Source: an optimization exercise on an open RTL-to-GDS flow (aim: small area, a short achievable clock period and few clock cycles per item). Production flows keep margins and buffers that such runs may drop.
No functional check of the RTL was part of any run shown here.

==> flow/design.v (outline; a module is shown in full before it is edited, if it fits) <==
// module svf_multichannel: 161 lines
// module svf_benc: 19 lines
// module svf_mac_f: 548 lines
// module svf_mac_q: 514 lines
module svf_multichannel #(
  parameter int SAMPLE_BITS = 16,
  parameter int CHANNELS    = 4,
  parameter int COEF_BITS   = 18
) (
  input  logic                            clk,
  input  logic                            rst,
  input  logic                            sample_clk,
  input  logic [CHANNELS*SAMPLE_BITS-1:0] in_data,
  input  logic [CHANNELS*COEF_BITS-1:0]   F,
  input  logic [CHANNELS*COEF_BITS-1:0]   Q1,
  input  logic [CHANNELS*2-1:0]           mode,
  input  logic [CHANNELS-1:0]             clear,
  output logic [CHANNELS*SAMPLE_BITS-1:0] out_data,
  output logic                            out_valid,
  output logic                            busy,
  output logic                            overrun
);
  // ...
==> flow/run.sh <==
#!/bin/bash
# synth_recipe.tcl (not shown) runs the flow's synth.tcl, then flattens the netlist and writes it again
# the make line also repeats each setting of config.mk as NAME=value (left out here)
make -C /OpenROAD-flow-scripts/flow DESIGN_CONFIG=/design/flow/config.mk WORK_HOME=/design/flow/orfs CLKGATE_MAP_FILE= SYNTH_SCRIPT=/design/flow/synth_recipe.tcl finish
==> flow/config.mk <==
export PLATFORM = sky130hd
export DESIGN_NAME = svf_multichannel
export DESIGN_NICKNAME = svf_multichannel
export VERILOG_FILES = /design/flow/design.v
export SDC_FILE = /design/flow/constraint.sdc
export NUM_CORES = 4
export LEC_CHECK = 0
export CAP_MARGIN = 20
export CORE_MARGIN = 2
export CORE_UTILIZATION = 40
export SLEW_MARGIN = 20
==> flow/constraint.sdc <==
create_clock -name core_clock -period 12.0 [get_ports {clk}]
set_input_delay 2.4000 -clock core_clock [delete_from_list [all_inputs] [get_ports {clk}]]
set_output_delay 2.4000 -clock core_clock [all_outputs]
set_load 0.01 [all_outputs]
==> run notes, run 1 <==
* Finished Core Util at 0.4521
* Max Slew Vio Count at 0
* Post-Synth Adder-Cell Area at 0.2250
* Antenna Cells at 0
* Outcome: no timing/DRC/antenna violations
* Delay of the slowest critical-path stage at 990 ps
* Largest class: multi-input gates
* Worst Hold Path EP: f3_reg[14]
* Clk pin slew, worst setup/hold paths at 60 ps
* Largest net degree at the start of global routing at 139
* Setup tns final at 0 ps
* WL/cell at 21.25 um
* Inverters at 534
* Worst EP required at 12,400 ps
* Commonest cells after routing, fill and taps aside: nor2_1, o21ai_0, inv_1
* Fill cells at 12,463
* Worst reg2reg path depth at 19
* Critical path arrival at 7870 ps
* Multi-input logic area at 33,630 um2
* Iter 0 DRT Violations at 5,119
* Synth Area in Compound Gates at 0.2224
==> run 2: changes to the inputs <==
--- a/flow/config.mk
+++ b/flow/config.mk
@@ -8,4 +8,5 @@
 export CAP_MARGIN = 20
 export CORE_MARGIN = 2
 export CORE_UTILIZATION = 40
+export SETUP_SLACK_MARGIN = 5
 export SLEW_MARGIN = 20
==> run notes, run 2 <==
* CP Capture Type: flop
* Commonest non-fill, non-tap cell in the layout: nor2_1
* Delay of the slowest critical-path stage at 540 ps (-450 ps)
* # setup viols final at 0
* Worst-margin pin slew at 1184 ps
* CTS tree: done
* Num CTS Buffers at 69
* Num Clock Sinks at 610
* Synthesized area at 51,690 um2
* First-pass GRT wire length at 256.2 mm
* Setup tns final at 0 ps (unchanged)
* Area delta synth->final at 12.20%
* Async SR Flop Fraction at 0
* Drt drc at 0
* Starting Density at 0.4043
* Placer congestion estimate at 0.9346
* Hold Crit Class: reg -> reg
* Iter 0 DRT Violations at 5,495 (+7.3%)
* Clk pin slew, worst setup/hold paths at 60 ps (about the same)
* Core box area at 127,800 um2
* Number of flops mapped to enable cells by yosys at 152
* Clk buf depth at 3
* Final std cells w/o fill at 7,798
* Slowest cell on the critical path: fa_1
* Wire length after detailed routing at 165.9 mm
* Largest delay share family, worst path: adder cells
* Max Slew Vio Count at 0 (unchanged)
* CTS root buf: clkbuf_16
* Placed cell areas at 55,360 um2
* Distinct cells, synth at 81
* Mux cell area share after synthesis at 0.04846
* Synth Area in Compound Gates at 0.2224 (unchanged)
* Slew headroom at 0.2109
* CP bufs+invs at 4
* Via density at 5.813
* Synth top area share at 0.1774
* Syn Nets at 7,076
* Synthesized instance count at 6,210
* Final Hold Vio Count at 0
* Post-DRT Antenna Nets at 0
* Antenna Cells at 0 (unchanged)
* Die W at 363.5 um
* Most frequent cells after synthesis: nor2_1, o21ai_0, clkbuf_1
* Number of global-route vias before repair at 43,040
* Die height at 363.5 um
* Period utilisation layout at 0.5632
* Critical path arrival at 7150 ps (-720 ps)
* Outcome: no timing/DRC/antenna violations
* Fin crit period at 6758 ps
* Post-Synth Adder-Cell Area at 0.2250 (unchanged)
* Max FO, Critical Path at 19
* CTS H-tree lvls at 3
* Ordered list of cells on the worst path: buf_4 -> inv_1 -> buf_4 -> maj3_1 -> a22oi_1 -> o21ai_0 -> nand2_1 -> fa_1 -> fa_1 -> fa_1 -> inv_1 -> fa_1 -> ha_1 -> a2111oi_1 -> o211ai_1 -> a211oi_2 -> a31oi_4 -> a211oi_4 -> o21ai_0 -> a31oi_1 -> o21ai_1 -> xor2_1
* Dominant synthesized flop cell: dfxtp_1
* Die area at 132,100 um2
* Max cap viols at 0
* Finished Core Util at 0.4537 (+0.001605)
* Initial antenna violation count at 5
* Clock skew at 62.95 ps
* Hold-fix buffers, CTS at 0
* Mapped Avg Cell Area at 8.324 um2
* Total congestion overflow at 0
* Std-Cell Rows at 131
* WL/cell at 21.27 um (about the same)
* Nets@finish at 6,947
* #FFs+latches synth at 610
* Cell type contributing the most total cell area after synthesis: dfxtp_1
* Layout cell share with drive strength beyond 1 at 0.08360
* Worst EP required at 12,390 ps (about the same)
* Crit start category: flop
* Area contributors post-synth: dfxtp_1, fa_1, edfxtp_1
* Vias at 45,328
* Commonest cells after routing, fill and taps aside: nor2_1, o21ai_0, inv_1
* Max frequency at 148.0 MHz
* Clk latency of the worst-skew pair at 690 ps
* XOR/XNOR Fraction of Synth Area at 0.02423
* Crit Path Category: reg -> reg
* Most common cell in the netlist: nor2_1
* GRT Total Usage at 0.2474
* Main combinational cell family by area after synthesis: adder cells
* # port buffers at 289
* Unrepaired setup endpoints after global routing: yes
* Seq/Total Area, Yosys at 0.2657
* Synth Area in Simple Gates at 0.1295
* Most numerous cell on the critical path: fa_1
* Largest net degree at the start of global routing at 91 (-35%)
* Design Area, Final at 58,000 um2
* Post-detail-place hpwl at 115.7 mm
* Inst Count DP at 7,668
* Warnings, synthesis at 18
* Ports at 290
* DR pass1 iterations at 12
run 2: cell counts after synthesis:
No cell type changed its count.
run 2: cells by family after synthesis:
logic type	count (synthesis)
buffers and inverters	1163
adder cells (fa/ha/maj)	692
multiplexers	229
AND/OR/NAND/NOR	1554
XOR/XNOR	143
AO/OA/AOI/OAI	1819
flip-flops	610
run 2: worst paths after layout:
check / from / end / slack (ps) / depth (start not counted)
worst min-delay path: f2_reg[14] / f3_reg[14] / 320 / 0
worst max register to register: bp_reg[0][12] / lp_reg[3][12] / 5240 / 22
worst min register to register: f2_reg[14] / f3_reg[14] / 320 / 0
worst max-delay path: bp_reg[0][12] / lp_reg[3][12] / 5240 / 22
run 2: repair_timing:
item,CTS,global route
pin swaps,2,2
setup buffers,1,1
endpoints found under the setup margin,50,49
cloned,0,2
resized for setup,17,52
run 2: final cells by class:
class | instances | area, um2
sequential | 610 | 13760
fill | 12443 | 69850
multi-input combinational | 4439 | 33750
clock buffer | 91 | 1951
timing repair buffer | 427 | 4026
inverter | 534 | 2008
tap | 1662 | 2079
clock inverter | 35 | 420.4
run 2: per-layer routing:
metal,routed length [um],GRT usage,up-vias
li1,-,-,21039
met1,69790,0.3411,21713
met2,74170,0.3873,2237
met3,14830,0.03730,337
met4,7088,0.1015,2
met5,13,0,-
run 2: through the flow:
stage	hold WS (ps)	setup slack (ps)
after floorplan	309.6	5068
after global placement	311.0	4590
after detailed placement	312.0	4410
after CTS	317.5	5015
after global routing	317.7	4955
final	316.3	5242

[afterwards: timing with drivers on the ports]
Ports are ideal in the flow. The routed layouts listed here were re-timed in OpenROAD. Step 1: set_driving_cell puts a clkbuf_16 on clk and a buf_2 on each other input, an assumption about the parent block. Step 2 also shifts input and output timing later by t, the mid clock arrival at the registers, as if the neighbouring blocks saw the same clock. Three values: no drivers, after step 1, after step 2; two values: the first two.
| run | t, ns | setup slack, ns | worst setup path at the end | slew at the worst register clock pin (ns) |
|---|---|---|---|---|
| run 1 | 0.744 | 4.525 / 4.525 / 4.525 | register to register | 0.07 / 0.07 |
| run 2 | 0.730 | 5.242 / 5.242 / 5.242 | register to register | 0.07 / 0.07 |
After both steps setup and hold are still met in every run listed.
